This is an optimization exercise on Yosys and OpenROAD, whose aim is small area, a short achievable clock period and few clock cycles per item, not a production implementation. At most, simulation tests tie the RTL to the original design; equivalence was not proved.

run F:
// tilt_vector_to_angle_sector
module tilt_vector_to_angle_sector (
  input  wire         clk,
  input  wire         rst,
  input  wire         accel_valid,
  output wire         accel_stall,
  input  wire  [15:0] accel_x,
  input  wire  [15:0] accel_y,
  output wire         sector_valid,
  input  wire         sector_stall,
  output wire  [4:0]  sector
);
  localparam integer NIT = 14;           
  localparam integer XW  = 19;
  function automatic integer wy(input integer k);
    case (k)
      1: wy = 18; 2: wy = 18; 3: wy = 17; 4: wy = 16; 5: wy = 16;
      6: wy = 15; 7: wy = 14; 8: wy = 13; 9: wy = 12; 10: wy = 11;
      11: wy = 10; 12: wy = 9; 13: wy = 8; default: wy = 7;
    endcase
  endfunction
  function automatic [13:0] atan_step(input integer i);
    case (i)
      0: atan_step = 14'd8192; 1: atan_step = 14'd4836; 2: atan_step = 14'd2555;
      3: atan_step = 14'd1297; 4: atan_step = 14'd651;  5: atan_step = 14'd326;
      6: atan_step = 14'd163;  7: atan_step = 14'd81;   8: atan_step = 14'd41;
      9: atan_step = 14'd20;   10: atan_step = 14'd10;  11: atan_step = 14'd5;
      12: atan_step = 14'd3;   13: atan_step = 14'd1;   14: atan_step = 14'd1;
      default: atan_step = 14'd0;
    endcase
  endfunction
  localparam integer DEPTH = 14;         
  localparam integer CAP   = DEPTH + 2;  
  localparam integer FQ    = CAP - 1;    
  localparam integer CW    = 5;
  localparam integer PW    = 4;
  reg           stall_q;
  reg  [CW-1:0] cnt_q;
  reg           out_v;
  reg  [4:0]    out_d;
  wire accept = accel_valid & ~stall_q;
  wire take   = out_v & ~sector_stall;
  ...
Size: ~680 flip-flops, ~43 I/O pins, roughly 0.034 mm² of cells after synthesis.
Settings: LEC_CHECK=0, CAP_MARGIN=20, CORE_MARGIN=2, CORE_UTILIZATION=40, SETUP_SLACK_MARGIN=2.5, SLEW_MARGIN=20; clock period 5.0 ns.
run.sh (not shown) runs the stock make flow with config.mk's settings and CLKGATE_MAP_FILE= SYNTH_SCRIPT=/design/flow/synth_recipe.tcl, a recipe that flattens the netlist after the stock synthesis.
Testbench counts of run F, summed over its fixed seeds: cycles 16,120, items 16,000.
## Diff of input files: run E against run F
--- a/flow/design.v
+++ b/flow/design.v
@@ -2,12 +2,45 @@
 package tvas_pkg;
   localparam int SAMPLE_W = 16;
   localparam int SECTOR_W = 5;
 endpackage
 `default_nettype wire
 `default_nettype none
+module tvas_ks_add #(
+  parameter integer W = 8
+) (
+  input  wire [W-1:0] a,
+  input  wire [W-1:0] b,
+  input  wire         ci,
+  output wire [W-1:0] s
+);
+  localparam integer L = (W <= 1) ? 1 : $clog2(W);
+  wire [W-1:0] p0 = a ^ b;
+  wire [W-1:0] g0 = a & b;
+  wire [W-1:0] g [0:L];
+  wire [W-1:0] p [0:L];
+  assign g[0] = {g0[W-1:1], g0[0] | (p0[0] & ci)};
+  assign p[0] = p0;
+  genvar l, i;
+  generate
+    for (l = 0; l < L; l = l + 1) begin : g_lvl
+      for (i = 0; i < W; i = i + 1) begin : g_bit
+        if (i >= (1 << l)) begin : g_op
+          assign g[l+1][i] = g[l][i] | (p[l][i] & g[l][i - (1 << l)]);
+          assign p[l+1][i] = p[l][i] & p[l][i - (1 << l)];
+        end else begin : g_pass
+          assign g[l+1][i] = g[l][i];
+          assign p[l+1][i] = p[l][i];
+        end
+      end
+    end
+  endgenerate
+  assign s = p0 ^ {g[L][W-2:0], ci};
+endmodule
+`default_nettype wire
+`default_nettype none
 module tilt_vector_to_angle_sector (
   input  wire         clk,
   input  wire         rst,
   input  wire         accel_valid,
   output wire         accel_stall,
   input  wire  [15:0] accel_x,
@@ -117,18 +150,19 @@
       wire                dk = ~vy[W-1];     
       wire signed [W-1:0] ysh = vy >>> k;
       wire [XW-1:0]       xsh = vx >> k;
       wire [XW-1:0] nx;
       if (MW > 0) begin : g_m
         wire [MW-1:0] m = ysh[MW-1:0] ^ {MW{~dk}};
-        assign nx = vx + {{(XW-MW){1'b0}}, m} + {{(XW-1){1'b0}}, ~dk};
+        tvas_ks_add #(.W(XW)) u_xa (.a(vx), .b({{(XW-MW){1'b0}}, m}), .ci(~dk), .s(nx));
       end else begin : g_inc
         assign nx = vx + {{(XW-1){1'b0}}, ~dk};
       end
       wire [WN-1:0] xs = xsh[WN-1:0] ^ {WN{dk}};
-      wire [WN-1:0] ny = vy[WN-1:0] + xs + {{(WN-1){1'b0}}, dk};
+      wire [WN-1:0] ny;
+      tvas_ks_add #(.W(WN)) u_ya (.a(vy[WN-1:0]), .b(xs), .ci(dk), .s(ny));
       reg [XW-1:0] xq;
       reg [WN-1:0] yq;
       reg          bq, vq;
       always @(posedge clk) begin
         if (rst) vq <= 1'b0;
         else     vq <= v_bus[k];
==> comparison <==
Re utilization: run E is 0.22 points down on run F.
The worst slew margin relative to its limit of run E is higher than that of run F.
Starting density of the core of run F is on par with run E.
Run E vs run F — summed instance area of the synthesized netlist climbed by a few percent
Run F vs run E, highest signal layer in the routed design: met4 vs met5
Re share of final-layout standard cells stronger than drive strength 1: run F was higher than run E.
What run F reported for instance count of the mapped netlist has to be multiplied by 1.06 to get the figure for run E.
Against run F, run E comes in 5.9% higher on first-pass GRT wire length.
Lower share of final layout cell area taken by clock buffers and inverters was reported by run E, not run F.
Diff run F -> run E | worst hold slack | increase of 9.5 ps
Multi-input combinational cell count in run E is about 6% higher than in run F
Function not checked in run E: the RTL went through the layout flow alone.

static timing again, ports no longer ideal:
Ports are ideal in the flow. The routed layouts listed here were re-timed in OpenROAD. Step 1 sets driving cells, clkbuf_16 on the clock port and buf_2 on the other inputs (assumed; they add their load-dependent delay and slew). Step 2 also shifts input and output timing later by t, the mid clock arrival at the registers, as if the neighbouring blocks saw the same clock. Three values: ideal ports, drivers, drivers and shift; two values: the first two.
run	t, ns	slack for setup (ns)	worst setup path after step 2	slew at the worst register clock pin (ns)	worst slew at a driven data input, ns
run F	0.680	2.036 / 2.036 / 1.901	input to register	0.06 / 0.06	0.04
run E	0.683	2.281 / 2.281 / 1.898	input to register	0.06 / 0.06	0.03
After both steps every run listed still meets setup and hold. For run E, which loses most, drivers alone change the setup slack by 0.000 ns; drivers and shift together by -0.383 ns.
